Background: an optimization exercise with open tools, aiming at small area. Do not read the settings as production practice.
The RTL was checked by simulation tests, not by an equivalence proof against the original design.
Power is estimated from default activity; no workload was simulated.

==> flow/design.v <==
module rf_ao22 (
    input  logic a1, a2, b1, b2,
    output logic y
);
    assign y = (a1 & a2) | (b1 & b2);
endmodule
module rf_aoi222 (
    input  logic a1, a2, b1, b2, c1, c2,
    output logic y
);
    assign y = ~((a1 & a2) | (b1 & b2) | (c1 & c2));
endmodule
module rf_nand2 (
    input  logic a, b,
    output logic y
);
    assign y = ~(a & b);
endmodule
module rf_nand4 (
    input  logic a, b, c, d,
    output logic y
);
    assign y = ~(a & b & c & d);
endmodule
module rf_or3 (
    input  logic a, b, c,
    output logic y
);
    assign y = a | b | c;
endmodule
module rf_rdbit (
    input  logic [31:0] sel,
    input  logic [31:0] dat,
    output logic        y
);
    logic [9:0]  g;
    logic [2:0]  h;
    for (genvar k = 0; k < 10; k++) begin : g_aoi
        rf_aoi222 u (.a1(sel[3*k]),   .a2(dat[3*k]),
                     .b1(sel[3*k+1]), .b2(dat[3*k+1]),
                     .c1(sel[3*k+2]), .c2(dat[3*k+2]), .y(g[k]));
    end
    logic [1:0] n;
    rf_nand2 u_p0 (.a(sel[30]), .b(dat[30]), .y(n[0]));
    rf_nand2 u_p1 (.a(sel[31]), .b(dat[31]), .y(n[1]));
    rf_nand4 u_n0 (.a(g[0]), .b(g[1]), .c(g[2]),  .d(g[3]),  .y(h[0]));
    rf_nand4 u_n1 (.a(g[4]), .b(g[5]), .c(g[6]),  .d(g[7]),  .y(h[1]));
    rf_nand4 u_n2 (.a(g[8]), .b(g[9]), .c(n[0]),  .d(n[1]),  .y(h[2]));
    rf_or3   u_o  (.a(h[0]), .b(h[1]), .c(h[2]), .y(y));
endmodule
module reg_file_sb #(
    parameter int XLEN = 32,
    parameter int AW   = 5
) (
    input  logic            clk,
    input  logic            rst,
    input  logic            write,
    input  logic [AW-1:0]   rd,
    input  logic [XLEN-1:0] write_data,
    input  logic            read_en,
    input  logic [AW-1:0]   rs1,
    input  logic [AW-1:0]   rs2,
    output logic [XLEN-1:0] out1,
    output logic [XLEN-1:0] out2,
    input  logic            issue_valid,
    input  logic [AW-1:0]   issue_rd,
    output logic            busy1,
    output logic            busy2
);
    localparam int NREGS = 2 ** AW;
    logic [XLEN-1:0]  r_regs [1:NREGS-1];
    logic [NREGS-1:1] r_valid;
    logic [NREGS-1:1] r_pend;
    logic [XLEN-1:0]  r_out1;
    logic [XLEN-1:0]  r_out2;
    logic [NREGS-1:1] w_we;
    logic [NREGS-1:1] w_hold;
    logic [NREGS-1:1] w_iss;
    logic [NREGS-1:1] w_dec1;
    logic [NREGS-1:1] w_dec2;
    logic [31:0]      w_sel1;
    logic [31:0]      w_sel2;
    logic [XLEN-1:0]  w_nxt1;
    logic [XLEN-1:0]  w_nxt2;
    logic [XLEN-1:0]  w_d [1:NREGS-1];
    always_comb begin
        for (int i = 1; i < NREGS; i++) begin
            w_we[i]   = write && (rd == AW'(i));
            w_hold[i] = !w_we[i];
            w_iss[i]  = issue_valid && (issue_rd == AW'(i));
            w_dec1[i] = (rs1 == AW'(i));
            w_dec2[i] = (rs2 == AW'(i));
        end
    end
    always_comb begin
        for (int i = 1; i < NREGS; i++) begin
            w_sel1[i-1] = read_en && w_dec1[i] && r_valid[i];
            w_sel2[i-1] = read_en && w_dec2[i] && r_valid[i];
        end
        w_sel1[31] = !read_en;
        w_sel2[31] = !read_en;
    end
    for (genvar b = 0; b < XLEN; b++) begin : g_bit
        logic [31:0] dat1, dat2;
        for (genvar i = 1; i < NREGS; i++) begin : g_reg
            assign dat1[i-1] = r_regs[i][b];
            assign dat2[i-1] = r_regs[i][b];
            rf_ao22 u_wr (.a1(w_we[i]), .a2(write_data[b]),
                          .b1(w_hold[i]), .b2(r_regs[i][b]), .y(w_d[i][b]));
        end
        assign dat1[31] = r_out1[b];
        assign dat2[31] = r_out2[b];
        rf_rdbit u_rd1 (.sel(w_sel1), .dat(dat1), .y(w_nxt1[b]));
        rf_rdbit u_rd2 (.sel(w_sel2), .dat(dat2), .y(w_nxt2[b]));
    end
    always_ff @(posedge clk) begin
        for (int i = 1; i < NREGS; i++) r_regs[i] <= w_d[i];
    end
    always_ff @(posedge clk or posedge rst) begin
        if (rst) r_valid <= '0;
        else     r_valid <= r_valid | w_we;
    end
    always_ff @(posedge clk or posedge rst) begin
        if (rst) begin
            r_out1 <= '0;
            r_out2 <= '0;
        end else begin
            r_out1 <= w_nxt1;
            r_out2 <= w_nxt2;
        end
    end
    always_ff @(posedge clk or posedge rst) begin
        if (rst) r_pend <= '0;
        else     r_pend <= (r_pend & ~w_we) | w_iss;
    end
    always_comb begin
        busy1 = 1'b0;
        busy2 = 1'b0;
        for (int i = 1; i < NREGS; i++) begin
            busy1 = busy1 | (w_dec1[i] & r_pend[i]);
            busy2 = busy2 | (w_dec2[i] & r_pend[i]);
        end
    end
    assign out1 = r_out1;
    assign out2 = r_out2;
endmodule
==> flow/run.sh <==
#!/bin/bash
# synth_recipe.tcl (not shown) runs the flow's synth.tcl, then flattens the netlist and writes it again
# the make line also repeats each setting of config.mk as NAME=value (left out here)
make -C /OpenROAD-flow-scripts/flow DESIGN_CONFIG=/design/flow/config.mk WORK_HOME=/design/flow/orfs CLKGATE_MAP_FILE= SYNTH_SCRIPT=/design/flow/synth_recipe.tcl finish
==> flow/config.mk <==
export PLATFORM = sky130hd
export DESIGN_NAME = reg_file_sb
export DESIGN_NICKNAME = reg_file_sb
export VERILOG_FILES = /design/flow/design.v
export SDC_FILE = /design/flow/constraint.sdc
export NUM_CORES = 4
export LEC_CHECK = 0
export CAP_MARGIN = 20
export CORE_MARGIN = 2
export CORE_UTILIZATION = 40
export SLEW_MARGIN = 20
export SYNTH_HIERARCHICAL = 1
==> flow/constraint.sdc <==
create_clock -name core_clock -period 5.0 [get_ports {clk}]
set_input_delay 1.0000 -clock core_clock [delete_from_list [all_inputs] [get_ports {clk}]]
set_output_delay 1.0000 -clock core_clock [all_outputs]
set_load 0.01 [all_outputs]
==> summary.md, run 1 <==
| Metric | Value |
|---|---|
| IO buf count | `122` |
| Tcrit/Tclk final | `0.936` |
| Max_slew headroom | `0.169` |
| VDD IR max | `roughly 0.31 mV` |
| R2R Setup Slk | `2.45 ns` |
| Synth Net Count | `roughly 3600` |
| Slew Viols, Final | `0` |
| # hold bufs at CTS | `0` |
| FILL cells | `9568` |
| CTS Buf Count | `116` |
| Max Cap Viol | `0` |
| Htree depth | `3` |
| Hold/Removal Path Class | `register to register` |
| Register bit total from synthesis | `1118` |
| Final nets | `3940` |
| Post-synth EDFFs | `0` |
| Pin count of the biggest net entering global routing | `81` |
| Top Ports | `123` |
| Remaining Overflow, GRT | `0` |
| DRC Markers | `0` |
| DPL Wire Length | `110000 um` |
| Min Tclk post-route | `4.68 ns` |
| All-Layer GR Usage | `0.335` |
| RSZ-0062 raised after global routing | `no` |
| Peak Freq | `214 MHz` |
| Initial Util | `0.404` |
| GPL Wtd Cong | `0.932` |
| Layout cells sized above 1 | `0.111` |
| Pwr Density | `468 nW/um2` |
| DRT iter0 DRCs | `between 8000 and 9000` |
| First-pass GRT wire length | `270000 um` |
| Synth area leaders | `dfxtp_1 (47%), a22o_1 (21%), a222oi_1 (15%), dfrtp_1 (7.4%), nand4_1 (2.9%)` |
| Initial antenna violation count | `3` |
| Worst setup EP type | `output port` |
| Syn Area/Cell | `12.0 um2` |
| YS warnings | `10` |
| Core ar. | `105000 um2` |
| Rows | `119` |
| Crit path DAT | `between 3 and 4 ns` |
| Seq/Total Area, Yosys | `0.540` |
| Worst Path Max Fanout | `11` |
| Final ANT Viol Nets | `0` |
| Gate count of the mapped netlist | `3547` |
| Yosys cell types | `49` |
| CP Data Required Time | `4.00 ns` |
| Total power | `23.7 mW` |
| FF-to-FF path depth | `4` |
| Hold depth | `1` |
| Setup CP Type | `primary input to output port` |
| Via density | `7.61` |
| DIE WIDTH | `330 um` |
| Leading register cell type out of synthesis | `dfxtp_1` |
| Setup Buffers After CTS | `0` |
| DR pass1 iterations | `22` |
| Cell area after synthesis | `42600 um2` |
| Chip height | `approximately 330 um` |
| Routed len/inst | `35.6 um` |
| Area leader, netlist | `dfxtp_1` |
| Top-area cell type share of the netlist area | `0.466` |
| Worst-Skew Late Latency | `0.73 ns` |
| Clock skew | `0.0360 ns` |
| TritonCTS clock tree | `built` |
| Non-Filler Instances | `5377` |
| Setup tns final | `0 ns` |
| Root buffer cell | `clkbuf_16` |
| Hold Fails Final Rpt | `0` |
| Post-cts sizing count | `0` |
| Status | `no timing/DRC/antenna violations` |
| Final worst slack | `0.321 ns` |
| Asr flop ratio synth | `0.113` |
| Number of global-route vias before repair | `38360` |
| Clock-pin slew on the worst setup and hold paths | `about 0.06 ns` |
| Bufs on Longest Clock Path | `3` |
| Worst-Margin Slew | `around 1.2 ns` |
| Dpl ws | `0.335 ns` |
| Detailed Route WL | `191000 um` |
| Clock net sink count | `1118` |
| Via count | `40929` |
| Startpoint Class | `primary input` |
| Total die area | `109000 um2` |
| Final setup fails | `0` |
| Layout area overhead | `18.9%` |
| Pleak | `20.8 nW` |
| Placed insts | `slightly above 5000` |
==> stage by stage <==
stage	hold WS [ns]	cell area [um2]	util
after floorplan	0.440	42600	-
after global placement	0.457	46700	0.443
after detailed placement	0.462	46700	0.443
after CTS	0.475	50600	0.480
after global routing	0.495	50600	0.480
final	0.477	50700	0.480
==> sequential cells by signal, summed over array words and instances, names as in the netlist <==
| name | flops |
|---|---|
| r_out1 | 32 |
| r_regs | 992 |
| r_pend | 31 |
| r_valid | 31 |
| r_out2 | 32 |
==> cell families (layout without fill, tap and decap cells) <==
family                 count (synthesis)  count (layout)  share of synthesized area
buffers and inverters                 91             527                     0.0110
and+or+nand+nor                      627             627                     0.0793
other                                  0               3                          0
AOI/OAI and AO/OA                   1699            1699                      0.366
muxes                                 12              12                    0.00358
DFF                                 1118            1118                      0.540
==> cells in the final DEF, fill, tap and decap left out, drive strengths merged, types with 3 or more instances in the layout <==
cell type         n
clkbuf          187
a22oi             4
bufinv            5
inv              39
nor2b             8
nand2b           36
a222oi          640
diode             3
nand4b            4
a31oi             5
or2               5
and3             63
nand4           196
dfxtp           992
a22o           1003
clkinvlp          7
nor2             27
o31ai             5
a221oi            3
dfrtp           126
buf             151
nor3              9
nand2           197
a21oi             3
clkdlybuf4s50   121
and2              3
o21ai            18
mux2              6
nand3             3
a32o              4
mux2i             4
clkinv           17
nor3b             6
or3              64
==> Yosys cell counts, types with 18 or more instances <==
cell,number
nand2b_1,36
dfxtp_1,992
o21ai_0,18
nor2_1,27
inv_1,37
a22o_1,1003
nand2_1,197
and3_1,63
nand4_1,196
or3_1,64
buf_4,32
dfrtp_1,126
a222oi_1,640
==> per-layer routing <==
layer	track usage	share of wire
met3	0.103	0.14
met4	0.194	0.068
met1	0.467	0.40
met2	0.455	0.39
met5	0.00130	0
==> Yosys stat by module, one instance, submodules excluded, a selection <==
module	flip-flops and latches	copies in the design
reg_file_sb	1118	1
rf_nand4	0	192
rf_aoi222	0	640
rf_ao22	0	992
rf_or3	0	64
rf_nand2	0	128
==> worst max-delay path, stage by stage <==
cell and delay (ns):
clkdlybuf4s50_1 0.62, nor2b_1 0.78, a32oi_1 0.22, o221ai_1 0.23
a22oi_1 0.09, o2111ai_1 0.14, clkdlybuf4s50_1 0.60
==> final cells by class <==
class | instances | area [um2] | area share
Inverter | 37 | 144 | 0.00284
Antenna cell | 3 | 7.51 | 0.000148
Clock inverter | 31 | 382 | 0.00753
Clock buffer | 187 | 3560 | 0.0703
Tap cell | 1391 | 1740 | 0.0344
Timing Repair Buffer | 272 | 2520 | 0.0497
Sequential cell | 1118 | 23000 | 0.454
Multi-Input combinational cell | 2338 | 19300 | 0.381
==> final timing paths <==
path                                    end        start
worst min register to register  r_valid[31]  r_valid[31]
worst max-delay path                  busy1       rs1[3]
min in group asynchronous         r_pend[4]          rst
worst min-delay path            r_valid[31]  r_valid[31]
max in group asynchronous        r_out2[20]          rst
worst max register to register   r_out1[30]  r_valid[13]
==> report_power, final <==
part | switching [mW] | internal, mW | total [mW] | leakage [nW]
Combinational | 1.03 | 1.48 | 2.51 | 9.02
Clock | 3.80 | 5.13 | 8.93 | 1.91
Sequential | 1.53 | 10.7 | 12.3 | 9.86
Total | 6.35 | 17.3 | 23.7 | 20.8
==> inputs of run 2 (changes only) <==
==> flow/flow/run.sh (new file) <==
#!/bin/bash
# Standard ORFS layout (the standard.sh), with two changes:
#  - port buffers use the smallest buffer cell (one buffer per port, as usual);
#  - CTS inserts no dummy loads for level balancing.
# Every ORFS step keeps its own log under orfs/logs; make's output goes to
# flow_make.log in the work folder.
set -euo pipefail
cd "$(dirname "$0")/.."
CTS="-sink_clustering_enable -repair_clock_nets -dont_use_dummy_load"
CTS="$CTS -sink_clustering_size 14 -sink_clustering_max_diameter 60"
CTS="$CTS -buf_list sky130_fd_sc_hd__clkbuf_8"
bash standard.sh finish \
    "CTS_ARGS=$CTS" \
    "BUFFER_PORTS_ARGS=-buffer_cell sky130_fd_sc_hd__buf_1" \
    > flow_make.log 2>&1
==> flow/standard.sh (new file) <==
#!/bin/bash
# synth_recipe.tcl (not shown) runs the flow's synth.tcl, then flattens the netlist and writes it again
# the make line also repeats each setting of config.mk as NAME=value (left out here)
make -C /OpenROAD-flow-scripts/flow DESIGN_CONFIG=/design/flow/config.mk WORK_HOME=/design/flow/orfs CLKGATE_MAP_FILE= SYNTH_SCRIPT=/design/flow/synth_recipe.tcl "${@:-finish}"
--- a/flow/config.mk
+++ b/flow/config.mk
@@ -7,6 +7,6 @@
 export LEC_CHECK = 0
 export CAP_MARGIN = 20
 export CORE_MARGIN = 2
-export CORE_UTILIZATION = 40
+export CORE_UTILIZATION = 65
 export SLEW_MARGIN = 20
 export SYNTH_HIERARCHICAL = 1
removed: flow/run.sh
==> run 2 against run 1 <==
  * First-iteration DRC count rose by 42%
  * Core utilization up 24 points
  * Setup slack gained 0.73 ns
  * Count of clock-buffer cells in the layout decreased by 95
  * Largest power group unchanged
  * Wire length decreased by 1.9%
  * Hold slack worse by 0.12 ns
  * Final cell count is 12% lower
  * Via count up 5.0%
  * Non-clock buffer count rose by 23
==> summary.md, run 2 <==
| Metric | Value |
|---|---|
| Worst R2R Start | `r_valid[17]` |
| Pleak | `19.3 nW (-7.0%)` |
| CP Data Required Time | `4.00 ns (about the same)` |
| Top-area cell type share of the netlist area | `0.466 (unchanged)` |
| Crit-path cells | `buf_1 -> mux4_2 -> nand2_1 -> o311ai_1 -> a221o_1 -> a211o_1 -> buf_1` |
| First-pass GRT wire length | `268000 um (-0.59%)` |
| Gate count of the mapped netlist | `3547 (unchanged)` |
| Routed len/inst | `39.6 um (+11%)` |
| Initial Util | `0.660 (+0.256)` |
| Setup Buffers After CTS | `0 (unchanged)` |
| Internal power | `13.7 mW (-21%)` |
| Area of the multi-input gates | `19100 um2 (-0.78%)` |
| RSZ-0062 raised after global routing | `no` |
| Crit Reg-Reg Endpoint | `r_out1[31]` |
| Synth Net Count | `3604 (unchanged)` |
| TritonCTS clock tree | `built` |
| Tcrit/Tclk final | `0.790 (-0.146)` |
| Max Cap Viol | `0 (unchanged)` |
| Final nets | `3939 (-0.025%)` |
| Commonest cells after routing, fill and taps aside | `a22o_1 (1003), dfxtp_1 (992), a222oi_1 (640), nand2_1 (196), nand4_1 (196)` |
| Yosys cell types | `49 (unchanged)` |
| Core ar. | `64600 um2 (-39%)` |
| Worst setup EP type | `output port` |
| Number of global-route vias before repair | `41814 (+9.0%)` |
| Setup CP Type | `primary input to output port` |
| R2R Setup Slk | `2.25 ns (-0.20 ns)` |
| Remaining Overflow, GRT | `0 (unchanged)` |
| Worst-Margin Slew | `1.23 ns (-0.0127 ns)` |
| Pwr Density | `416 nW/um2 (-11%)` |
| Asr flop ratio synth | `0.113 (unchanged)` |
| VDD IR max | `0.310 mV (-1.0%)` |
| Top Ports | `123 (unchanged)` |
| Final worst slack | `1.05 ns (+0.728 ns)` |
| Pin count of the biggest net entering global routing | `65 (-20%)` |
| Met2 WL post-DR | `74700 um (-0.60%)` |
| Largest registers | `r_regs: 992 flops, r_out1: 32 flops, r_out2: 32 flops` |
| Hold Fails Final Rpt | `0 (unchanged)` |
| FF-to-FF path depth | `5 (+1)` |
| Htree depth | `3 (unchanged)` |
| Leading register cell type out of synthesis | `dfxtp_1` |
| Cell area after synthesis | `42600 um2 (unchanged)` |
| Sequential Area | `23000 um2 (unchanged)` |
| Via density | `9.05 (+19%)` |
| Post-synth top cells | `a22o_1 (1003), dfxtp_1 (992), a222oi_1 (640)` |
| Fin area | `46400 um2 (-8.3%)` |
| Dpl ws | `0.914 ns (+0.579 ns)` |
| Combinational Power Share | `0.127 (+0.021)` |
| Bufs on Longest Clock Path | `3 (unchanged)` |
| DPL Wire Length | `107000 um (-2.8%)` |
| Rows | `93 (-22%)` |
| Placed insts | `4642 (-10%)` |
| Initial antenna violation count | `12 (+9)` |
| Most frequent CP cell | `buf_1` |
| Max reg flops | `992 (unchanged)` |
| Placed instance area | `45100 um2 (-3.4%)` |
| Hold/Removal Path Class | `primary input to asynchronous set/reset pin` |
| DIE WIDTH | `260 um (-21%)` |
| DRT iter0 DRCs | `12490 (+42%)` |
| Buf/Inv on CP | `2 (unchanged)` |
| Register bit total from synthesis | `1118 (unchanged)` |
| Final setup fails | `0 (unchanged)` |
| Clock net sink count | `1118 (unchanged)` |
| Area leader, netlist | `dfxtp_1` |
| Critical Path Max Stage Delay | `0.59 ns (-0.19 ns)` |
| YS warnings | `10 (unchanged)` |
| Post-synth EDFFs | `0 (unchanged)` |
| # hold bufs at CTS | `0 (unchanged)` |
| IO buf count | `122 (unchanged)` |
| Seq/Total Area, Yosys | `0.540 (unchanged)` |
| Crit path max-delay cell type | `buf_1` |
| Flop pwr share | `0.638 (+0.121)` |
| Total die area | `67600 um2 (-38%)` |
| Status | `no timing/DRC/antenna violations` |
| Via count | `42958 (+5.0%)` |
| Layout cells sized above 1 | `0.0729 (-0.0383)` |
| Root buffer cell | `clkbuf_8` |
| DR WL met3 | `34700 um (+25%)` |
| Psw | `5.63 mW (-11%)` |
| Clock share of power | `0.235 (-0.142)` |
| DR top layer | `met5` |
| All-Layer GR Usage | `0.532 (+0.196)` |
| CTS Buf Count | `92 (-21%)` |
| Delay-heaviest family, CP | `compound AO/OA/AOI/OAI gates` |
| Non-Filler Instances | `4746 (-12%)` |
| Total power | `19.3 mW (-18%)` |
| Detailed Route WL | `188000 um (-1.9%)` |
| Most common cell after layout, fill and taps aside | `a22o_1` |
| Post-cts sizing count | `0 (unchanged)` |
| Layout area overhead | `9.01%` |
| Switch share | `0.292 (+0.0236)` |
| Slew Viols, Final | `0 (unchanged)` |
| DR pass1 iterations | `14 (-36%)` |
| Min Tclk post-route | `3.95 ns (-0.728 ns)` |
| FILL cells | `4633 (-52%)` |
| Clock skew | `0.0464 ns (+0.0103 ns)` |
| Setup tns final | `0 ns (unchanged)` |
| DRC Markers | `0 (unchanged)` |
| Synth area leaders | `dfxtp_1 (47%), a22o_1 (21%), a222oi_1 (15%), dfrtp_1 (7.4%), nand4_1 (2.9%)` |
| Worst Path Max Fanout | `16 (+5)` |
| Startpoint Class | `primary input` |
| Largest register by flop count | `r_regs` |
| Worst-Skew Late Latency | `0.76 ns (+0.03 ns)` |
| GPL Wtd Cong | `1.07 (+15%)` |
| Peak Freq | `253 MHz (+18%)` |
| Met1 WL | `58800 um (-22%)` |
| Syn Area/Cell | `12.0 um2 (unchanged)` |
| Clock-pin slew on the worst setup and hold paths | `0.09 ns (+0.03 ns)` |
| Fin util | `0.719 (+0.238)` |
| Final ANT Viol Nets | `0 (unchanged)` |
| Chip height | `260 um (-21%)` |
| Max_slew headroom | `0.178 (+0.00850)` |
| Most frequent cell after synthesis | `a22o_1` |
| Crit path DAT | `2.95 ns (-0.73 ns)` |
| Worst hold slack | `0.353 ns (-0.124 ns)` |
## run 2: power groups by stage
stage               logic [mW]  registers, mW  clock network, mW
global placement          2.24           12.2                  0
global route              2.61           12.4               4.78
CTS                       2.38           12.2               4.46
detailed placement        2.37           12.4                  0
floorplan                 1.72           11.9                  0
finish                    2.46           12.3               4.54
## run 2: worst register-to-register path, cell delays in order, from the launching register on
cell and delay (ns):
dfrtp_1 0.41, and3_1 0.57, buf_4 0.43, a222oi_1 0.26, nand4_1 0.48, or3_1 0.51
## run 2: logic make-up (layout without fill, tap and decap cells)
logic type | count (synthesis) | count (layout) | share of synthesized area
AOI/OAI and AO/OA | 1699 | 1699 | 0.366
DFF | 1118 | 1118 | 0.540
and+or+nand+nor | 627 | 627 | 0.0793
buffers and inverters | 91 | 424 | 0.0110
muxes | 12 | 12 | 0.00358
other | 0 | 11 | 0
## run 2: Yosys stat by module, one instance, submodules excluded, a selection
module	copies in the design	flops+latches	cell area, um2	cells
rf_aoi222	640	0	10.0	1
rf_ao22	992	0	8.76	1
rf_nand2	128	0	3.75	1
rf_or3	64	0	6.26	1
reg_file_sb	1	1118	25400	1531
rf_nand4	192	0	6.26	1
## run 2: metal layers
layer / vias up / GRT usage
met5: - / 0.0107
met4: 6 / 0.423
met3: 1394 / 0.230
met2: 4979 / 0.744
met1: 20018 / 0.636
li1: 16561 / -
## run 2: layout make-up
| type | instances | share of cell area |
|---|---|---|
| Clock buffer | 92 | 0.0273 |
| Multi-Input combinational cell | 2338 | 0.412 |
| Timing Repair Buffer | 295 | 0.0383 |
| Tap cell | 855 | 0.0230 |
| Inverter | 37 | 0.00310 |
| Antenna cell | 11 | 0.000593 |
| Sequential cell | 1118 | 0.496 |
## run 2: worst max-delay path by stage
stage | cells after the start | start | slack (ns) | end
6_report | 7 | rs2[4] | 1.05 | busy2
3_5_place_dp | 9 | rs2[4] | 0.91 | r_out2[27]
2_1_floorplan | 7 | rs1[0] | 0.31 | r_out1[0]
4_1_cts | 7 | rs2[4] | 1.05 | busy2
5_1_grt | 7 | rs2[4] | 0.98 | busy2
3_3_place_gp | 9 | rs2[4] | 0.96 | r_out2[27]
==> inputs of run 3 (changes only) <==
--- a/flow/config.mk
+++ b/flow/config.mk
@@ -7,6 +7,6 @@
 export LEC_CHECK = 0
 export CAP_MARGIN = 20
 export CORE_MARGIN = 2
-export CORE_UTILIZATION = 65
+export CORE_UTILIZATION = 50
 export SLEW_MARGIN = 20
 export SYNTH_HIERARCHICAL = 1
==> run 3 against run 2 <==
  * Non-clock buffer count down 15
  * Synthesized cell count unchanged
  * Final area up 1.1%
  * Die area up 30%
  * Register-to-register slack worse by 0.05 ns
  * Core utilization down 16 points
  * Final cell count up 5.9%
  * Maximum frequency down 1.1%
  * Sequential cell count unchanged
  * Hold slack better by 0.049 ns
  * Critical path type unchanged
  * Largest cell class unchanged
  * Largest power group unchanged
==> summary.md, run 3 <==
| Metric | Value |
|---|---|
| Gate count of the mapped netlist | `3547 (unchanged)` |
| Asr flop ratio synth | `0.113 (unchanged)` |
| Syn Area/Cell | `12.0 um2 (unchanged)` |
| Startpoint Class | `primary input` |
| Max Cap Viol | `0 (unchanged)` |
| Clock net sink count | `1118 (unchanged)` |
| R2R Setup Slk | `2.20 ns (-0.05 ns)` |
| Pleak | `19.3 nW (about the same)` |
| Post-synth EDFFs | `0 (unchanged)` |
| YS warnings | `10 (unchanged)` |
| Crit path max-delay cell type | `nor2b_1` |
| Psw | `5.75 mW (+2.1%)` |
| Top-area cell type share of the netlist area | `0.466 (unchanged)` |
| Pin count of the biggest net entering global routing | `70 (+7.7%)` |
| DPL Wire Length | `117000 um (+10%)` |
| Pwr Density | `417 nW/um2 (+0.19%)` |
| TritonCTS clock tree | `built` |
| Number of global-route vias before repair | `40150 (-4.0%)` |
| First-pass GRT wire length | `282000 um (+5.2%)` |
| Largest family of logic cells by synthesized area | `compound AO/OA/AOI/OAI gates` |
| Chip height | `296 um (+14%)` |
| Combinational Power Share | `0.126 (about the same)` |
| DRC Markers | `0 (unchanged)` |
| Post-Synth Adder-Cell Area | `0 (unchanged)` |
| Setup CP Type | `primary input to output port` |
| Layout area overhead | `10.2%` |
| Total die area | `87500 um2 (+30%)` |
| Worst-Margin Slew | `1.19 ns (-0.0399 ns)` |
| Initial antenna violation count | `8 (-4)` |
| Min Tclk post-route | `4.00 ns (+0.0453 ns)` |
| DIE WIDTH | `296 um (+14%)` |
| Top Ports | `123 (unchanged)` |
| Htree depth | `3 (unchanged)` |
| Proportion of synthesized area in mux cells | `0.00358 (unchanged)` |
| Clock skew | `0.0718 ns (+0.0255 ns)` |
| Largest register by flop count | `r_regs` |
| DR pass1 iterations | `14 (unchanged)` |
| Max reg flops | `992 (unchanged)` |
| Layout cells sized above 1 | `0.0837 (+0.0107)` |
| Most frequent CP cell | `buf_1` |
| Clock share of power | `0.246 (+0.011)` |
| Worst setup EP type | `output port` |
| Tcrit/Tclk final | `0.799 (+0.00905)` |
| Fin util | `0.554 (-0.165)` |
| Crit path DAT | `3.00 ns (+0.05 ns)` |
| Fin area | `47000 um2 (+1.1%)` |
| Crit Reg-Reg Endpoint | `r_out1[0]` |
| Remaining Overflow, GRT | `0 (unchanged)` |
| Detailed Route WL | `202000 um (+7.7%)` |
| Final setup fails | `0 (unchanged)` |
| Initial Util | `0.503 (-0.157)` |
| Hold/Removal Path Class | `primary input to asynchronous set/reset pin` |
| Area leader, netlist | `dfxtp_1` |
| Largest registers | `r_regs: 992 flops, r_out1: 32 flops, r_out2: 32 flops` |
| Via count | `42061 (-2.1%)` |
| Synth area leaders | `dfxtp_1 (47%), a22o_1 (21%), a222oi_1 (15%), dfrtp_1 (7.4%), nand4_1 (2.9%)` |
| Yosys cell types | `49 (unchanged)` |
| CTS Buf Count | `100 (+8.7%)` |
| Via density | `8.37 (-7.6%)` |
| GPL Wtd Cong | `1.01 (-5.8%)` |
| Max_slew headroom | `0.204 (+0.0266)` |
| Area share of and/or/nand/nor cells after synthesis | `0.0793 (unchanged)` |
| Worst Path Max Fanout | `9 (-7)` |
| Cell area after synthesis | `42600 um2 (unchanged)` |
| Final ANT Viol Nets | `0 (unchanged)` |
| Synth Net Count | `3604 (unchanged)` |
| Switch share | `0.294 (+0.00228)` |
| Critical Path Max Stage Delay | `0.85 ns (+0.26 ns)` |
| Slew Viols, Final | `0 (unchanged)` |
| Leading register cell type out of synthesis | `dfxtp_1` |
| Final nets | `3932 (-0.18%)` |
| Setup tns final | `0 ns (unchanged)` |
| Worst-Skew Late Latency | `0.77 ns (about the same)` |
| Commonest cells after routing, fill and taps aside | `a22o_1 (1003), dfxtp_1 (992), a222oi_1 (640), nand4_1 (196), nand2_1 (173)` |
| Seq/Total Area, Yosys | `0.540 (unchanged)` |
| DRT iter0 DRCs | `9438 (-24%)` |
| All-Layer GR Usage | `0.442 (-0.0895)` |
| Most common cell after layout, fill and taps aside | `a22o_1` |
| Synth Area in XOR/XNOR | `0 (unchanged)` |
| Rows | `107 (+15%)` |
| Core ar. | `84700 um2 (+31%)` |
| CP Data Required Time | `4.00 ns (about the same)` |
| Post-synth top cells | `a22o_1 (1003), dfxtp_1 (992), a222oi_1 (640)` |
| Worst R2R Start | `r_valid[4]` |
| Peak Freq | `250 MHz (-1.1%)` |
| FILL cells | `7335 (+58%)` |
| Most frequent cell after synthesis | `a22o_1` |
| Worst hold slack | `0.402 ns (+0.0491 ns)` |
| Clock-pin slew on the worst setup and hold paths | `0.09 ns (about the same)` |
| Routed len/inst | `40.3 um (+1.7%)` |
| Placed instance area | `45600 um2 (+0.99%)` |
| IO buf count | `122 (unchanged)` |
| Complex-gate fraction of the synthesized area | `0.366 (unchanged)` |
| Bufs on Longest Clock Path | `3 (unchanged)` |
| Register bit total from synthesis | `1118 (unchanged)` |
| Crit-path cells | `buf_1 -> nor2b_1 -> a32oi_1 -> o21ai_0 -> a22oi_1 -> o2111ai_1 -> buf_1` |
| Status | `no timing/DRC/antenna violations` |
| Root buffer cell | `clkbuf_8` |
| FF-to-FF path depth | `4 (-1)` |
| Post-cts sizing count | `0 (unchanged)` |
| Hold Fails Final Rpt | `0 (unchanged)` |
| Internal power | `13.8 mW (+1.0%)` |
| RSZ-0062 raised after global routing | `no` |
| Flop pwr share | `0.628 (-0.010)` |
| # hold bufs at CTS | `0 (unchanged)` |
| VDD IR max | `0.256 mV (-18%)` |
| Setup Buffers After CTS | `0 (unchanged)` |
run 3: critical path, delay by kind of cell:
| family | cells | cell delay, ns |
|---|---|---|
| simple gates | 1 | 0.85 |
| compound gates | 4 | 0.66 |
| buf+inv | 2 | 0.48 |
run 3: worst max-delay path by stage:
| stage | slack, ns | cells after the start | end | startpoint |
|---|---|---|---|---|
| global placement | 0.87 | 6 | r_out1[30] | rs1[3] |
| CTS | 1.06 | 7 | busy1 | rs1[2] |
| global route | 0.88 | 7 | busy1 | rs1[2] |
| detailed placement | 0.91 | 6 | r_out1[30] | rs1[3] |
| finish | 1.00 | 7 | busy1 | rs1[2] |
| floorplan | 0.31 | 7 | r_out1[0] | rs1[0] |
run 3: cells by family after synthesis:
logic type / count (synthesis)
buf+inv: 91
flops: 1118
simple gates: 627
mux: 12
compound gates: 1699
run 3: layer usage:
metal	up-vias	GRT usage	routed length, um	part of all wire
met1	20542	0.561	71400	0.35
met4	2	0.339	17800	0.088
met2	4078	0.639	83900	0.41
li1	16560	-	-	-
met5	-	0	16	0.000079
met3	879	0.121	29200	0.14
run 3: area by class of cell:
class	instances	area, um2	area share
Antenna cell	10	25.0	0.000533
Clock buffer	100	1380	0.0293
Inverter	37	144	0.00306
Multi-Input combinational cell	2338	19200	0.409
Sequential cell	1118	23000	0.490
Tap cell	1144	1430	0.0305
Timing Repair Buffer	280	1740	0.0371
run 3: modules after synthesis (local to each module, per instance), excerpt:
| module | copies in the design | area [um2] | cells | flops+latches |
|---|---|---|---|---|
| rf_nand4 | 192 | 6.26 | 1 | 0 |
| rf_ao22 | 992 | 8.76 | 1 | 0 |
| rf_aoi222 | 640 | 10.0 | 1 | 0 |
| rf_nand2 | 128 | 3.75 | 1 | 0 |
| rf_or3 | 64 | 6.26 | 1 | 0 |
| reg_file_sb | 1 | 25400 | 1531 | 1118 |
run 3: power by group through the flow:
stage	sequential, mW	combinational [mW]	clock, mW
after detailed placement	12.3	2.42	0
after global placement	12.2	2.31	0
final	12.3	2.47	4.81
after floorplan	11.9	1.72	0
after global routing	12.4	2.64	5.13
after CTS	12.2	2.42	4.80
run 3: stage by stage:
| stage | worst slack (ns) | instances | total power [mW] |
|---|---|---|---|
| floorplan | 0.313 | 3547 | 13.6 |
| global placement | 0.875 | 4917 | 14.6 |
| detailed placement | 0.914 | 4917 | 14.8 |
| CTS | 1.06 | 5017 | 19.4 |
| global route | 0.883 | 5018 | 20.2 |
| finish | 1.00 | 5027 | 19.6 |
==> inputs of run 4 (changes only) <==
--- a/flow/flow/run.sh
+++ b/flow/flow/run.sh
@@ -7,7 +7,7 @@
 set -euo pipefail
 cd "$(dirname "$0")/.."
 CTS="-sink_clustering_enable -repair_clock_nets -dont_use_dummy_load"
-CTS="$CTS -sink_clustering_size 14 -sink_clustering_max_diameter 60"
+CTS="$CTS -sink_clustering_size 16 -sink_clustering_max_diameter 60"
 CTS="$CTS -buf_list sky130_fd_sc_hd__clkbuf_8"
 bash standard.sh finish \
     "CTS_ARGS=$CTS" \
==> run 4 against run 3 <==
  * First-iteration DRC count up 2.3%
  * Sequential power barely moved
  * Power shrank 0.49%
  * Combinational power is essentially flat
  * Global-route usage barely moved
  * Wire length grew 0.14%
  * Synthesized cell count unchanged
  * Clock skew fell by 0.0036 ns
  * Critical endpoint unchanged
  * Highest routed layer unchanged
  * Sequential share of layout area is 0.071 points higher
  * Maximum frequency about the same
  * Area after synthesis stayed put
  * Sequential cell count did not move
==> summary.md, run 4 <==
| Metric | Value |
|---|---|
| Via count | `41967 (-0.22%)` |
| Crit-path cells | `buf_1 -> nor2b_1 -> a32oi_1 -> o21ai_0 -> a22oi_1 -> o2111ai_1 -> buf_1` |
| Core ar. | `84700 um2 (unchanged)` |
| Setup CP Type | `primary input to output port` |
| Crit path DAT | `3.00 ns (about the same)` |
| FILL cells | `7360 (+0.34%)` |
| Pleak | `19.3 nW (-0.15%)` |
| CTS Buf Count | `96 (-4.0%)` |
| Combinational Power Share | `0.127 (about the same)` |
| Via density | `8.36 (about the same)` |
| Asr flop ratio synth | `0.113 (unchanged)` |
| VDD IR max | `0.244 mV (-4.4%)` |
| Sequential Area | `23000 um2 (unchanged)` |
| R2R Setup Slk | `2.21 ns (about the same)` |
| YS warnings | `10 (unchanged)` |
| Layout cells sized above 1 | `0.0827 (-0.000947)` |
| Worst Path Max Fanout | `9 (unchanged)` |
| DRC Markers | `0 (unchanged)` |
| Status | `no timing/DRC/antenna violations` |
| Critical Path Max Stage Delay | `0.84 ns (about the same)` |
| Detailed Route WL | `203000 um (+0.14%)` |
| Area of the multi-input gates | `19200 um2 (unchanged)` |
| Min Tclk post-route | `4.00 ns (+0.00252 ns)` |
| Syn Area/Cell | `12.0 um2 (unchanged)` |
| Setup Buffers After CTS | `0 (unchanged)` |
| Largest register by flop count | `r_regs` |
| Clock-pin slew on the worst setup and hold paths | `0.10 ns (about the same)` |
| Setup tns final | `0 ns (unchanged)` |
| Psw | `5.72 mW (-0.51%)` |
| Switch share | `0.294 (about the same)` |
| Flop pwr share | `0.631 (+0.003)` |
| Leading register cell type out of synthesis | `dfxtp_1` |
| Pwr Density | `415 nW/um2 (-0.35%)` |
| Layout area overhead | `10.1%` |
| Max_slew headroom | `0.210 (+0.00611)` |
| Worst R2R Start | `r_valid[4]` |
| DR pass1 iterations | `13 (-1)` |
| Crit Reg-Reg Endpoint | `r_out1[0]` |
| Bufs on Longest Clock Path | `3 (unchanged)` |
| GPL Wtd Cong | `1.01 (unchanged)` |
| Synth Net Count | `3604 (unchanged)` |
| First-pass GRT wire length | `282000 um (about the same)` |
| Rows | `107 (unchanged)` |
| Clock share of power | `0.242 (-0.004)` |
| Top Ports | `123 (unchanged)` |
| Seq/Total Area, Yosys | `0.540 (unchanged)` |
| Hold/Removal Path Class | `primary input to asynchronous set/reset pin` |
| Initial antenna violation count | `11 (+3)` |
| Synth area leaders | `dfxtp_1 (47%), a22o_1 (21%), a222oi_1 (15%), dfrtp_1 (7.4%), nand4_1 (2.9%)` |
| Commonest cells after routing, fill and taps aside | `a22o_1 (1003), dfxtp_1 (992), a222oi_1 (640), nand4_1 (196), nand2_1 (173)` |
| Post-cts sizing count | `0 (unchanged)` |
| Routed len/inst | `40.4 um (+0.32%)` |
| Delay-heaviest family, CP | `simple AND/OR/NAND/NOR gates` |
| Remaining Overflow, GRT | `0 (unchanged)` |
| DPL Wire Length | `117000 um (unchanged)` |
| Max reg flops | `992 (unchanged)` |
| Most frequent CP cell | `buf_1` |
| Final ANT Viol Nets | `0 (unchanged)` |
| Area leader, netlist | `dfxtp_1` |
| Worst setup EP type | `output port` |
| Hold Fails Final Rpt | `0 (unchanged)` |
| Crit path max-delay cell type | `nor2b_1` |
| DIE WIDTH | `296 um (unchanged)` |
| Post-synth EDFFs | `0 (unchanged)` |
| Post-synth top cells | `a22o_1 (1003), dfxtp_1 (992), a222oi_1 (640)` |
| Most common cell after layout, fill and taps aside | `a22o_1` |
| # hold bufs at CTS | `0 (unchanged)` |
| RSZ-0062 raised after global routing | `no` |
| Yosys cell types | `49 (unchanged)` |
| Root buffer cell | `clkbuf_8` |
| Register bit total from synthesis | `1118 (unchanged)` |
| Internal power | `13.7 mW (-0.49%)` |
| All-Layer GR Usage | `0.442 (about the same)` |
| Clock net sink count | `1118 (unchanged)` |
| Most frequent cell after synthesis | `a22o_1` |
| Final worst slack | `1.00 ns (-0.00252 ns)` |
| Peak Freq | `250 MHz (about the same)` |
| Pin count of the biggest net entering global routing | `70 (unchanged)` |
| DRT iter0 DRCs | `9651 (+2.3%)` |
| Chip height | `296 um (unchanged)` |
| Initial Util | `0.503 (unchanged)` |
| Total die area | `87500 um2 (unchanged)` |
| Slew Viols, Final | `0 (unchanged)` |
| CP Data Required Time | `4.00 ns (about the same)` |
| Final nets | `3928 (-0.10%)` |
| Top-area cell type share of the netlist area | `0.466 (unchanged)` |
| Gate count of the mapped netlist | `3547 (unchanged)` |
| Worst-Skew Late Latency | `0.77 ns (about the same)` |
| IO buf count | `122 (unchanged)` |
| Startpoint Class | `primary input` |
| Final setup fails | `0 (unchanged)` |
| FF-to-FF path depth | `4 (unchanged)` |
| Htree depth | `3 (unchanged)` |
| Clock skew | `0.0682 ns (-0.00360 ns)` |
| Buf/Inv on CP | `2 (unchanged)` |
| Number of global-route vias before repair | `40182 (+0.080%)` |
| Dpl ws | `0.914 ns (unchanged)` |
| Largest registers | `r_regs: 992 flops, r_out1: 32 flops, r_out2: 32 flops` |
| Tcrit/Tclk final | `0.800 (about the same)` |
| Worst-Margin Slew | `1.18 ns (-0.00917 ns)` |
| Max Cap Viol | `0 (unchanged)` |
| Cell area after synthesis | `42600 um2 (unchanged)` |
| TritonCTS clock tree | `built` |
## run 4: cell types whose count changed in the layout (fill, tap and decap cells not counted), sizes merged
| cell | previous run | this run |
|---|---|---|
| clkbuf | 100 | 96 |
| diode | 10 | 5 |
## run 4: power by group through the flow
stage	registers, mW	logic [mW]	clock network, mW
2_1_floorplan	11.9	1.72	0
3_3_place_gp	12.2	2.31	0
3_5_place_dp	12.3	2.42	0
4_1_cts	12.2	2.42	4.71
5_1_grt	12.4	2.64	5.02
6_report	12.3	2.47	4.71
## run 4: layout make-up
class / count / share of cell area
sequential: 1118 / 0.491
multi-input combinational: 2338 / 0.410
timing repair buffer: 280 / 0.0372
tap: 1144 / 0.0305
clock buffer: 96 / 0.0282
inverter: 37 / 0.00307
antenna: 5 / 0.000267
## run 4: cells by family (layout without fill, tap and decap cells)
family,after synthesis,after routing,share of synthesized area
and+or+nand+nor,627,627,0.0793
DFF,1118,1118,0.540
other,0,5,0
muxes,12,12,0.00358
AOI/OAI and AO/OA,1699,1699,0.366
buffers and inverters,91,413,0.0110
## run 4: per-stage QoR
stage / utilization / instance area, um2 / std cells / hold WS [ns] / power (mW)
after floorplan: - / 42600 / 3547 / 0.440 / 13.6
after global placement: 0.538 / 45600 / 4917 / 0.455 / 14.6
after detailed placement: 0.538 / 45600 / 4917 / 0.461 / 14.8
after CTS: 0.553 / 46900 / 5013 / 0.411 / 19.3
after global routing: 0.553 / 46900 / 5014 / 0.444 / 20.1
final: 0.553 / 46900 / 5018 / 0.401 / 19.5
## run 4: worst max path at each step
stage,startpoint,endpoint,depth (start not counted)
finish,rs1[2],busy1,7
floorplan,rs1[0],r_out1[0],7
global placement,rs1[3],r_out1[30],6
CTS,rs1[2],busy1,7
global route,rs1[2],busy1,7
detailed placement,rs1[3],r_out1[30],6
## run 4: metal layers
layer / wire, um / share of wire / track usage
met3: 28900 / 0.14 / 0.117
met2: 83700 / 0.41 / 0.633
met5: 39 / 0.00019 / 0
met4: 18200 / 0.090 / 0.350
met1: 71900 / 0.35 / 0.565
## run 4: Yosys stat by module, one instance, submodules excluded, a selection
module	flops+latches	cells inside	copies in the design	area (um2)
reg_file_sb	1118	1531	1	25400
rf_aoi222	0	1	640	10.0
rf_ao22	0	1	992	8.76
rf_nand4	0	1	192	6.26
rf_or3	0	1	64	6.26
rf_nand2	0	1	128	3.75
==> inputs of run 5 (changes only) <==
--- a/flow/design.v
+++ b/flow/design.v
@@ -78,8 +78,8 @@
     logic [NREGS-1:1] w_iss;
     logic [NREGS-1:1] w_dec1;
     logic [NREGS-1:1] w_dec2;
-    logic [31:0]      w_sel1;
-    logic [31:0]      w_sel2;
+    logic [NREGS-1:0] w_sel1;
+    logic [NREGS-1:0] w_sel2;
     logic [XLEN-1:0]  w_nxt1;
     logic [XLEN-1:0]  w_nxt2;
     logic [XLEN-1:0]  w_d [1:NREGS-1];
@@ -97,21 +97,26 @@
             w_sel1[i-1] = read_en && w_dec1[i] && r_valid[i];
             w_sel2[i-1] = read_en && w_dec2[i] && r_valid[i];
         end
-        w_sel1[31] = !read_en;
-        w_sel2[31] = !read_en;
+        w_sel1[NREGS-1] = !read_en;
+        w_sel2[NREGS-1] = !read_en;
     end
     for (genvar b = 0; b < XLEN; b++) begin : g_bit
-        logic [31:0] dat1, dat2;
+        logic [NREGS-1:0] dat1, dat2;
         for (genvar i = 1; i < NREGS; i++) begin : g_reg
             assign dat1[i-1] = r_regs[i][b];
             assign dat2[i-1] = r_regs[i][b];
             rf_ao22 u_wr (.a1(w_we[i]), .a2(write_data[b]),
                           .b1(w_hold[i]), .b2(r_regs[i][b]), .y(w_d[i][b]));
         end
-        assign dat1[31] = r_out1[b];
-        assign dat2[31] = r_out2[b];
-        rf_rdbit u_rd1 (.sel(w_sel1), .dat(dat1), .y(w_nxt1[b]));
-        rf_rdbit u_rd2 (.sel(w_sel2), .dat(dat2), .y(w_nxt2[b]));
+        assign dat1[NREGS-1] = r_out1[b];
+        assign dat2[NREGS-1] = r_out2[b];
+        if (NREGS == 32) begin : g_tree
+            rf_rdbit u_rd1 (.sel(w_sel1), .dat(dat1), .y(w_nxt1[b]));
+            rf_rdbit u_rd2 (.sel(w_sel2), .dat(dat2), .y(w_nxt2[b]));
+        end else begin : g_flat
+            assign w_nxt1[b] = |(w_sel1 & dat1);
+            assign w_nxt2[b] = |(w_sel2 & dat2);
+        end
     end
     always_ff @(posedge clk) begin
         for (int i = 1; i < NREGS; i++) r_regs[i] <= w_d[i];
--- a/flow/flow/run.sh
+++ b/flow/flow/run.sh
@@ -7,7 +7,7 @@
 set -euo pipefail
 cd "$(dirname "$0")/.."
 CTS="-sink_clustering_enable -repair_clock_nets -dont_use_dummy_load"
-CTS="$CTS -sink_clustering_size 16 -sink_clustering_max_diameter 60"
+CTS="$CTS -sink_clustering_size 14 -sink_clustering_max_diameter 60"
 CTS="$CTS -buf_list sky130_fd_sc_hd__clkbuf_8"
 bash standard.sh finish \
     "CTS_ARGS=$CTS" \
==> run 5 against run 4 <==
  * Sequential power about the same
  * Count of clock-buffer cells in the layout increased by 4
  * Core utilization increased by 0.080 points
  * Critical path depth unchanged
  * Non-clock buffer count unchanged
  * Clock skew increased by 0.0036 ns
  * Maximum frequency about the same
  * Power increased by 0.50%
  * Clock power increased by 2%
  * Die area unchanged
  * Register-to-register slack about the same
  * Critical path type unchanged
==> summary.md, run 5 <==
| Metric | Value |
|---|---|
| Clock share of power | `0.246 (+0.004)` |
| Tcrit/Tclk final | `0.799 (about the same)` |
| Worst-Skew Late Latency | `0.77 ns (about the same)` |
| Crit path DAT | `3.00 ns (about the same)` |
| # hold bufs at CTS | `0 (unchanged)` |
| GRT busiest layer | `met2` |
| Post-synth EDFFs | `0 (unchanged)` |
| VDD IR max | `0.256 mV (+4.6%)` |
| Cell area after synthesis | `42600 um2 (unchanged)` |
| Setup CP Type | `primary input to output port` |
| Final setup fails | `0 (unchanged)` |
| CP Data Required Time | `4.00 ns (about the same)` |
| Peak Freq | `250 MHz (about the same)` |
| Critical Path Max Stage Delay | `0.85 ns (about the same)` |
| Slew Viols, Final | `0 (unchanged)` |
| DR pass1 iterations | `14 (+1)` |
| RSZ-0062 raised after global routing | `no` |
| M3 GR Usage | `0.121 (+0.00435)` |
| Setup Buffers After CTS | `0 (unchanged)` |
| DRC Markers | `0 (unchanged)` |
| Yosys cell types | `49 (unchanged)` |
| Buf/Inv on CP | `2 (unchanged)` |
| Crit-path cells | `buf_1 -> nor2b_1 -> a32oi_1 -> o21ai_0 -> a22oi_1 -> o2111ai_1 -> buf_1` |
| Core ar. | `84700 um2 (unchanged)` |
| Initial antenna violation count | `8 (-3)` |
| Detailed Route WL | `202000 um (-0.14%)` |
| Via count | `42061 (+0.22%)` |
| FILL cells | `7335 (-0.34%)` |
| Leading register cell type out of synthesis | `dfxtp_1` |
| R2R Setup Slk | `2.20 ns (about the same)` |
| Commonest cells after routing, fill and taps aside | `a22o_1 (1003), dfxtp_1 (992), a222oi_1 (640), nand4_1 (196), nand2_1 (173)` |
| Final ANT Viol Nets | `0 (unchanged)` |
| Non-Filler Instances | `5027 (+0.18%)` |
| Chip height | `296 um (unchanged)` |
| Remaining Overflow, GRT | `0 (unchanged)` |
| Setup tns final | `0 ns (unchanged)` |
| Routed len/inst | `40.3 um (-0.32%)` |
| Asr flop ratio synth | `0.113 (unchanged)` |
| DRT iter0 DRCs | `9438 (-2.2%)` |
| Top-area cell type share of the netlist area | `0.466 (unchanged)` |
| Combinational Power Share | `0.126 (about the same)` |
| Delay-heaviest family, CP | `simple AND/OR/NAND/NOR gates` |
| Total die area | `87500 um2 (unchanged)` |
| IO buf count | `122 (unchanged)` |
| Startpoint Class | `primary input` |
| Synth area leaders | `dfxtp_1 (47%), a22o_1 (21%), a222oi_1 (15%), dfrtp_1 (7.4%), nand4_1 (2.9%)` |
| Final nets | `3932 (+0.10%)` |
| GPL Wtd Cong | `1.01 (unchanged)` |
| Switch share | `0.294 (about the same)` |
| Bufs on Longest Clock Path | `3 (unchanged)` |
| Most frequent CP cell | `buf_1` |
| Min Tclk post-route | `4.00 ns (-0.00252 ns)` |
| CTS Buf Count | `100 (+4.2%)` |
| Clock skew | `0.0718 ns (+0.00360 ns)` |
| Layout area overhead | `10.2%` |
| Largest register by flop count | `r_regs` |
| DIE WIDTH | `296 um (unchanged)` |
| Psw | `5.75 mW (+0.51%)` |
| Met2 usage | `0.639 (+0.00526)` |
| Rows | `107 (unchanged)` |
| Flop pwr share | `0.628 (-0.003)` |
| Initial Util | `0.503 (unchanged)` |
| All-Layer GR Usage | `0.442 (about the same)` |
| Max_slew headroom | `0.204 (-0.00611)` |
| Synth Net Count | `3604 (unchanged)` |
| Area leader, netlist | `dfxtp_1` |
| TritonCTS clock tree | `built` |
| Clock-pin slew on the worst setup and hold paths | `0.09 ns (about the same)` |
| Pwr Density | `417 nW/um2 (+0.35%)` |
| Placed insts | `4917 (unchanged)` |
| Post-synth top cells | `a22o_1 (1003), dfxtp_1 (992), a222oi_1 (640)` |
| Via density | `8.37 (about the same)` |
| Post-cts sizing count | `0 (unchanged)` |
| Layout cells sized above 1 | `0.0837 (+0.000947)` |
| YS warnings | `10 (unchanged)` |
| Worst-Margin Slew | `1.19 ns (+0.00917 ns)` |
| Crit path max-delay cell type | `nor2b_1` |
| First-pass GRT wire length | `282000 um (about the same)` |
| GR Util met1 | `0.561 (-0.00385)` |
| Root buffer cell | `clkbuf_8` |
| Status | `no timing/DRC/antenna violations` |
| Most frequent cell after synthesis | `a22o_1` |
| Largest registers | `r_regs: 992 flops, r_out1: 32 flops, r_out2: 32 flops` |
| DPL Wire Length | `117000 um (unchanged)` |
| Worst setup EP type | `output port` |
| Worst Path Max Fanout | `9 (unchanged)` |
| Max reg flops | `992 (unchanged)` |
| Number of global-route vias before repair | `40150 (-0.080%)` |
| Most common cell after layout, fill and taps aside | `a22o_1` |
| Crit Reg-Reg Endpoint | `r_out1[0]` |
| Worst R2R Start | `r_valid[4]` |
| Seq/Total Area, Yosys | `0.540 (unchanged)` |
| Syn Area/Cell | `12.0 um2 (unchanged)` |
| Register bit total from synthesis | `1118 (unchanged)` |
| Internal power | `13.8 mW (+0.49%)` |
| Pin count of the biggest net entering global routing | `70 (unchanged)` |
| Gate count of the mapped netlist | `3547 (unchanged)` |
| Top Ports | `123 (unchanged)` |
| Htree depth | `3 (unchanged)` |
| Hold Fails Final Rpt | `0 (unchanged)` |
| FF-to-FF path depth | `4 (unchanged)` |
| Pleak | `19.3 nW (+0.15%)` |
| Hold/Removal Path Class | `primary input to asynchronous set/reset pin` |
| Max Cap Viol | `0 (unchanged)` |
| Clock net sink count | `1118 (unchanged)` |
-- run 5: cell types whose count changed in the layout (fill, tap and decap cells not counted) --
cell and delta:
clkbuf_8 +4, diode_2 +5
-- run 5: how the worst max path moves through the flow --
stage,start,to,slack [ns],depth (start not counted)
floorplan,rs1[0],r_out1[0],0.31,7
global placement,rs1[3],r_out1[30],0.87,6
detailed placement,rs1[3],r_out1[30],0.91,6
CTS,rs1[2],busy1,1.06,7
global route,rs1[2],busy1,0.88,7
finish,rs1[2],busy1,1.00,7
-- run 5: Yosys stat by module, one instance, submodules excluded, excerpt --
module / flip-flops and latches / times used / area, um2 / cells inside
rf_nand4: 0 / 192 / 6.26 / 1
reg_file_sb: 1118 / 1 / 25400 / 1531
rf_aoi222: 0 / 640 / 10.0 / 1
rf_or3: 0 / 64 / 6.26 / 1
rf_ao22: 0 / 992 / 8.76 / 1
rf_nand2: 0 / 128 / 3.75 / 1
-- run 5: power groups by stage --
stage / Combinational (mW) / Clock [mW] / Sequential [mW]
floorplan: 1.72 / 0 / 11.9
global route: 2.64 / 5.13 / 12.4
CTS: 2.42 / 4.80 / 12.2
global placement: 2.31 / 0 / 12.2
detailed placement: 2.42 / 0 / 12.3
finish: 2.47 / 4.81 / 12.3
-- run 5: logic make-up (layout without fill, tap and decap cells) --
family | Yosys count | count (layout) | synth area share
muxes | 12 | 12 | 0.00358
AOI/OAI and AO/OA | 1699 | 1699 | 0.366
and+or+nand+nor | 627 | 627 | 0.0793
other | 0 | 10 | 0
buffers and inverters | 91 | 417 | 0.0110
DFF | 1118 | 1118 | 0.540
-- run 5: layer usage --
layer,vias to the layer above,wire (um)
met3,879,29200
met1,20542,71400
met2,4078,83900
met4,2,17800
met5,-,16
li1,16560,-
-- run 5: per-stage QoR --
stage / instance area [um2] / util / power, mW / setup slack, ns / hold WS (ns)
2_1_floorplan: 42600 / - / 13.6 / 0.313 / 0.440
3_3_place_gp: 45600 / 0.538 / 14.6 / 0.875 / 0.455
3_5_place_dp: 45600 / 0.538 / 14.8 / 0.914 / 0.461
4_1_cts: 46900 / 0.554 / 19.4 / 1.06 / 0.412
5_1_grt: 46900 / 0.554 / 20.2 / 0.883 / 0.443
6_report: 47000 / 0.554 / 19.6 / 1.00 / 0.402
-- run 5: cell type report --
type / instances / area [um2] / area share
Tap cell: 1144 / 1430 / 0.0305
Antenna cell: 10 / 25.0 / 0.000533
Sequential cell: 1118 / 23000 / 0.490
Inverter: 37 / 144 / 0.00306
Multi-Input combinational cell: 2338 / 19200 / 0.409
Timing Repair Buffer: 280 / 1740 / 0.0371
Clock buffer: 100 / 1380 / 0.0293
-- run 5: worst register-to-register path: stages, from the launching register on --
cell and delay (ns):
dfrtp_1 0.41, and3_2 0.56, a222oi_1 0.55, nand4_1 0.58, or3_1 0.55
==> inputs of run 6 (changes only) <==
--- a/flow/flow/run.sh
+++ b/flow/flow/run.sh
@@ -7,7 +7,7 @@
 set -euo pipefail
 cd "$(dirname "$0")/.."
 CTS="-sink_clustering_enable -repair_clock_nets -dont_use_dummy_load"
-CTS="$CTS -sink_clustering_size 14 -sink_clustering_max_diameter 60"
+CTS="$CTS -sink_clustering_size 16 -sink_clustering_max_diameter 60"
 CTS="$CTS -buf_list sky130_fd_sc_hd__clkbuf_8"
 bash standard.sh finish \
     "CTS_ARGS=$CTS" \
==> run 6 against run 5 <==
  * Wire length grew 0.14%
  * Maximum frequency is essentially flat
  * Sequential power is essentially flat
  * First-iteration DRC count grew 2.3%
  * Core utilization is 0.080 points lower
  * Clock power shrank 2%
  * Still clean on timing, DRC and antenna
  * Final cell count decreased by 0.18%
==> summary.md, run 6 <==
| Metric | Value |
|---|---|
| Hold Fails Final Rpt | `0 (unchanged)` |
| Status | `no timing/DRC/antenna violations` |
| Clock skew | `0.0682 ns (-0.00360 ns)` |
| CP Data Required Time | `4.00 ns (about the same)` |
| Non-Filler Instances | `5018 (-0.18%)` |
| Synth Net Count | `3604 (unchanged)` |
| Post-synth EDFFs | `0 (unchanged)` |
| Bufs on Longest Clock Path | `3 (unchanged)` |
| Post-cts sizing count | `0 (unchanged)` |
| IO buf count | `122 (unchanged)` |
| Syn Area/Cell | `12.0 um2 (unchanged)` |
| Crit path DAT | `3.00 ns (about the same)` |
| Placed insts | `4917 (unchanged)` |
| CTS Buf Count | `96 (-4.0%)` |
| GPL Wtd Cong | `1.01 (unchanged)` |
| Final setup fails | `0 (unchanged)` |
| Hold/Removal Path Class | `primary input to asynchronous set/reset pin` |
| Tcrit/Tclk final | `0.800 (about the same)` |
| Startpoint Class | `primary input` |
| Worst setup EP type | `output port` |
| Initial antenna violation count | `11 (+3)` |
| Routed len/inst | `40.4 um (+0.32%)` |
| Pin count of the biggest net entering global routing | `70 (unchanged)` |
| Post-synth top cells | `a22o_1 (1003), dfxtp_1 (992), a222oi_1 (640)` |
| RSZ-0062 raised after global routing | `no` |
| Max Cap Viol | `0 (unchanged)` |
| Cell area after synthesis | `42600 um2 (unchanged)` |
| Setup CP Type | `primary input to output port` |
| Crit path max-delay cell type | `nor2b_1` |
| R2R Setup Slk | `2.21 ns (about the same)` |
| Final ANT Viol Nets | `0 (unchanged)` |
| Slew Viols, Final | `0 (unchanged)` |
| Initial Util | `0.503 (unchanged)` |
| Clock-pin slew on the worst setup and hold paths | `0.10 ns (about the same)` |
| Gate count of the mapped netlist | `3547 (unchanged)` |
| Layout cells sized above 1 | `0.0827 (-0.000947)` |
| Dpl ws | `0.914 ns (unchanged)` |
| Peak Freq | `250 MHz (about the same)` |
| Most common cell after layout, fill and taps aside | `a22o_1` |
| Htree depth | `3 (unchanged)` |
| Layout area overhead | `10.1%` |
| DRC Markers | `0 (unchanged)` |
| Largest registers | `r_regs: 992 flops, r_out1: 32 flops, r_out2: 32 flops` |
| VDD IR max | `0.244 mV (-4.4%)` |
| Detailed Route WL | `203000 um (+0.14%)` |
| All-Layer GR Usage | `0.442 (about the same)` |
| Most frequent cell after synthesis | `a22o_1` |
| TritonCTS clock tree | `built` |
| Worst Path Max Fanout | `9 (unchanged)` |
| Synth area leaders | `dfxtp_1 (47%), a22o_1 (21%), a222oi_1 (15%), dfrtp_1 (7.4%), nand4_1 (2.9%)` |
| Pwr Density | `415 nW/um2 (-0.35%)` |
| DPL Wire Length | `117000 um (unchanged)` |
| Seq/Total Area, Yosys | `0.540 (unchanged)` |
| Via count | `41967 (-0.22%)` |
| Max reg flops | `992 (unchanged)` |
| Max_slew headroom | `0.210 (+0.00611)` |
| Worst-Margin Slew | `1.18 ns (-0.00917 ns)` |
| Clock net sink count | `1118 (unchanged)` |
| Root buffer cell | `clkbuf_8` |
| Final worst slack | `1.00 ns (-0.00252 ns)` |
| FILL cells | `7360 (+0.34%)` |
| Most frequent CP cell | `buf_1` |
| Area of the multi-input gates | `19200 um2 (unchanged)` |
| Chip height | `296 um (unchanged)` |
| Asr flop ratio synth | `0.113 (unchanged)` |
| Area leader, netlist | `dfxtp_1` |
| Commonest cells after routing, fill and taps aside | `a22o_1 (1003), dfxtp_1 (992), a222oi_1 (640), nand4_1 (196), nand2_1 (173)` |
| Worst-Skew Late Latency | `0.77 ns (about the same)` |
| Total die area | `87500 um2 (unchanged)` |
| First-pass GRT wire length | `282000 um (about the same)` |
| Leading register cell type out of synthesis | `dfxtp_1` |
| Number of global-route vias before repair | `40182 (+0.080%)` |
| DR pass1 iterations | `13 (-1)` |
| Critical Path Max Stage Delay | `0.84 ns (about the same)` |
| YS warnings | `10 (unchanged)` |
| Yosys cell types | `49 (unchanged)` |
| Min Tclk post-route | `4.00 ns (+0.00252 ns)` |
| Top-area cell type share of the netlist area | `0.466 (unchanged)` |
| Remaining Overflow, GRT | `0 (unchanged)` |
| Worst hold slack | `0.401 ns (-0.00179 ns)` |
| Final nets | `3928 (-0.10%)` |
| DRT iter0 DRCs | `9651 (+2.3%)` |
| Top Ports | `123 (unchanged)` |
| Setup Buffers After CTS | `0 (unchanged)` |
| # hold bufs at CTS | `0 (unchanged)` |
| DIE WIDTH | `296 um (unchanged)` |
| Largest register by flop count | `r_regs` |
| Fin util | `0.553 (-0.000797)` |
| Via density | `8.36 (about the same)` |
| Rows | `107 (unchanged)` |
| Sequential Area | `23000 um2 (unchanged)` |
| Crit-path cells | `buf_1 -> nor2b_1 -> a32oi_1 -> o21ai_0 -> a22oi_1 -> o2111ai_1 -> buf_1` |
| Core ar. | `84700 um2 (unchanged)` |
| Register bit total from synthesis | `1118 (unchanged)` |
| Pleak | `19.3 nW (-0.15%)` |
| Setup tns final | `0 ns (unchanged)` |
run 6: logic make-up (layout without fill, tap and decap cells):
group / count (synthesis) / in the layout / synth area share
AO/OA/AOI/OAI: 1699 / 1699 / 0.366
buffers and inverters: 91 / 413 / 0.0110
AND/OR/NAND/NOR: 627 / 627 / 0.0793
flip-flops: 1118 / 1118 / 0.540
other: 0 / 5 / 0
multiplexers: 12 / 12 / 0.00358
run 6: power by group:
| part | leakage (nW) | total [mW] | internal (mW) | switching (mW) |
|---|---|---|---|---|
| Combinational | 8.76 | 2.47 | 1.33 | 1.15 |
| Sequential | 9.86 | 12.3 | 10.7 | 1.58 |
| Clock | 0.690 | 4.71 | 1.71 | 3.00 |
run 6: cell type report:
type / count / share of cell area
clock buffers: 96 / 0.0282
multi-input cells: 2338 / 0.410
inverters: 37 / 0.00307
well taps: 1144 / 0.0305
diodes: 5 / 0.000267
repair buffers: 280 / 0.0372
flip-flops and latches: 1118 / 0.491
run 6: worst paths after layout:
path,from,to,cells after the start
max,rs1[2],busy1,7
min,rst,r_pend[3],2
max reg2reg,r_valid[4],r_out1[0],4
min reg2reg,r_valid[12],r_valid[12],1
max in group asynchronous,rst,r_out1[26],3
min in group core_clock,r_valid[12],r_valid[12],1
run 6: critical path, delay by kind of cell:
family          cells  cell delay (ns)
simple gates        1             0.84
compound gates      4             0.67
buf+inv             2             0.48
run 6: modules after synthesis (local to each module, per instance), excerpt:
module,times used,cells inside,area [um2],flops+latches
rf_nand4,192,1,6.26,0
rf_ao22,992,1,8.76,0
rf_aoi222,640,1,10.0,0
rf_or3,64,1,6.26,0
rf_nand2,128,1,3.75,0
reg_file_sb,1,1531,25400,1118
run 6: metrics by stage:
step                power (mW)  instance area [um2]
global route              20.1                46900
global placement          14.6                45600
finish                    19.5                46900
floorplan                 13.6                42600
detailed placement        14.8                45600
CTS                       19.3                46900
run 6: metal layers:
layer  global-route usage  wire (um)
met4                0.350      18200
met2                0.633      83700
met5                    0         39
met3                0.117      28900
met1                0.565      71900
==> inputs of run 7 (changes only) <==
--- a/flow/config.mk
+++ b/flow/config.mk
@@ -8,5 +8,6 @@
 export CAP_MARGIN = 20
 export CORE_MARGIN = 2
 export CORE_UTILIZATION = 50
+export PLACE_DENSITY = 0.8
 export SLEW_MARGIN = 20
 export SYNTH_HIERARCHICAL = 1
==> run 7 against run 6 <==
  * Still clean
  * Final cell count down 0.42%
  * Combinational power down 4%
  * Final area down 0.58%
  * Register-to-register slack better by 0.18 ns
  * Core utilization down 0.32 points
  * Via count down 0.48%
  * Synthesized cell count unchanged
  * Die area unchanged
  * Clock power down 8.1%
  * Sequential share of layout area up 0.29 points
  * Critical path type unchanged
  * Largest power group unchanged
==> summary.md, run 7 <==
| Metric | Value |
|---|---|
| Status | `no timing/DRC/antenna violations` |
| Asr flop ratio synth | `0.113 (unchanged)` |
| Non-Filler Instances | `4997 (-0.42%)` |
| First-pass GRT wire length | `257000 um (-8.9%)` |
| Total die area | `87500 um2 (unchanged)` |
| Cell area after synthesis | `42600 um2 (unchanged)` |
| Initial Util | `0.503 (unchanged)` |
| Setup tns final | `0 ns (unchanged)` |
| DPL Wire Length | `102000 um (-13%)` |
| Max reg flops | `992 (unchanged)` |
| FILL cells | `7235 (-1.7%)` |
| Setup Buffers After CTS | `0 (unchanged)` |
| VDD IR max | `0.239 mV (-2.3%)` |
| Layout area overhead | `9.44%` |
| Chip height | `296 um (unchanged)` |
| DRC Markers | `0 (unchanged)` |
| Setup CP Type | `primary input to output port` |
| All-Layer GR Usage | `0.392 (-0.0506)` |
| Seq/Total Area, Yosys | `0.540 (unchanged)` |
| Htree depth | `3 (unchanged)` |
| Top-area cell type share of the netlist area | `0.466 (unchanged)` |
| Area of the multi-input gates | `19200 um2 (about the same)` |
| CTS Buf Count | `82 (-15%)` |
| DR pass1 iterations | `15 (+2)` |
| Pleak | `19.1 nW (-0.86%)` |
| Worst Path Max Fanout | `11 (+2)` |
| Crit Reg-Reg Endpoint | `r_out1[19]` |
| Final setup fails | `0 (unchanged)` |
| CP Data Required Time | `4.00 ns (about the same)` |
| Clock skew | `0.0704 ns (+0.00214 ns)` |
| Root buffer cell | `clkbuf_8` |
| Hold/Removal Path Class | `primary input to asynchronous set/reset pin` |
| FF-to-FF path depth | `4 (unchanged)` |
| Worst-Skew Late Latency | `0.77 ns (about the same)` |
run 7: per-module statistics from Yosys, one instance, submodules excluded, a selection:
module | area, um2 | cells inside | copies in the design
rf_nand2 | 3.75 | 1 | 128
rf_nand4 | 6.26 | 1 | 192
rf_aoi222 | 10.0 | 1 | 640
rf_or3 | 6.26 | 1 | 64
reg_file_sb | 25400 | 1531 | 1
rf_ao22 | 8.76 | 1 | 992
run 7: worst max path at each step:
stage / cells after the start / end / from
finish: 8 / busy2 / rs2[4]
global route: 7 / busy1 / rs1[2]
CTS: 8 / busy2 / rs2[4]
detailed placement: 7 / r_out1[8] / rs1[3]
global placement: 8 / busy2 / rs2[4]
floorplan: 7 / r_out1[0] / rs1[0]
run 7: kinds of logic after synthesis:
family          synth area share
flops                      0.540
mux                      0.00358
buf+inv                   0.0110
simple gates              0.0793
compound gates             0.366
run 7: power breakdown:
| group | internal [mW] | total (mW) | leakage (nW) | switching [mW] |
|---|---|---|---|---|
| sequential | 10.7 | 12.3 | 9.86 | 1.56 |
| clock | 1.47 | 4.33 | 0.590 | 2.85 |
| combinational | 1.32 | 2.37 | 8.70 | 1.05 |
| total | 13.5 | 19.0 | 19.1 | 5.47 |
run 7: critical path: stages:
cell	delay (ns)
buf_1	0.42
buf_4	0.25
mux4_2	0.29
nand2_1	0.07
o311ai_1	0.09
a221o_1	0.37
a211o_1	0.27
buf_1	0.13
run 7: area by class of cell:
cell class                      count  share of cell area
Sequential cell                  1118               0.494
Multi-Input combinational cell   2338               0.413
Timing Repair Buffer              270              0.0353
Tap cell                         1144              0.0307
Clock buffer                       82              0.0242
Inverter                           37             0.00309
Antenna cell                        8            0.000429
run 7: through the flow:
stage / cell area [um2] / total power [mW] / setup slack [ns]
4_1_cts: 46600 / 18.7 / 1.17
5_1_grt: 46600 / 19.6 / 0.943
3_5_place_dp: 45400 / 14.6 / 1.14
3_3_place_gp: 45400 / 14.5 / 1.15
2_1_floorplan: 42600 / 13.6 / 0.313
6_report: 46600 / 19.0 / 1.11
run 7: per-layer routing:
layer / routed length [um] / vias to the layer above / GRT usage
met5: 42 / - / 0.00222
met4: 15700 / 8 / 0.270
met2: 68500 / 4422 / 0.520
met1: 62200 / 19847 / 0.511
li1: - / 16494 / -
met3: 32700 / 994 / 0.165

Setup slack of run 7, layout unchanged: 1.110 ns with ideal ports, 1.081 ns with driving cells assumed (clock clkbuf_16, inputs buf_2), 0.859 ns with port delays also shifted by the 0.803 ns mid clock arrival.
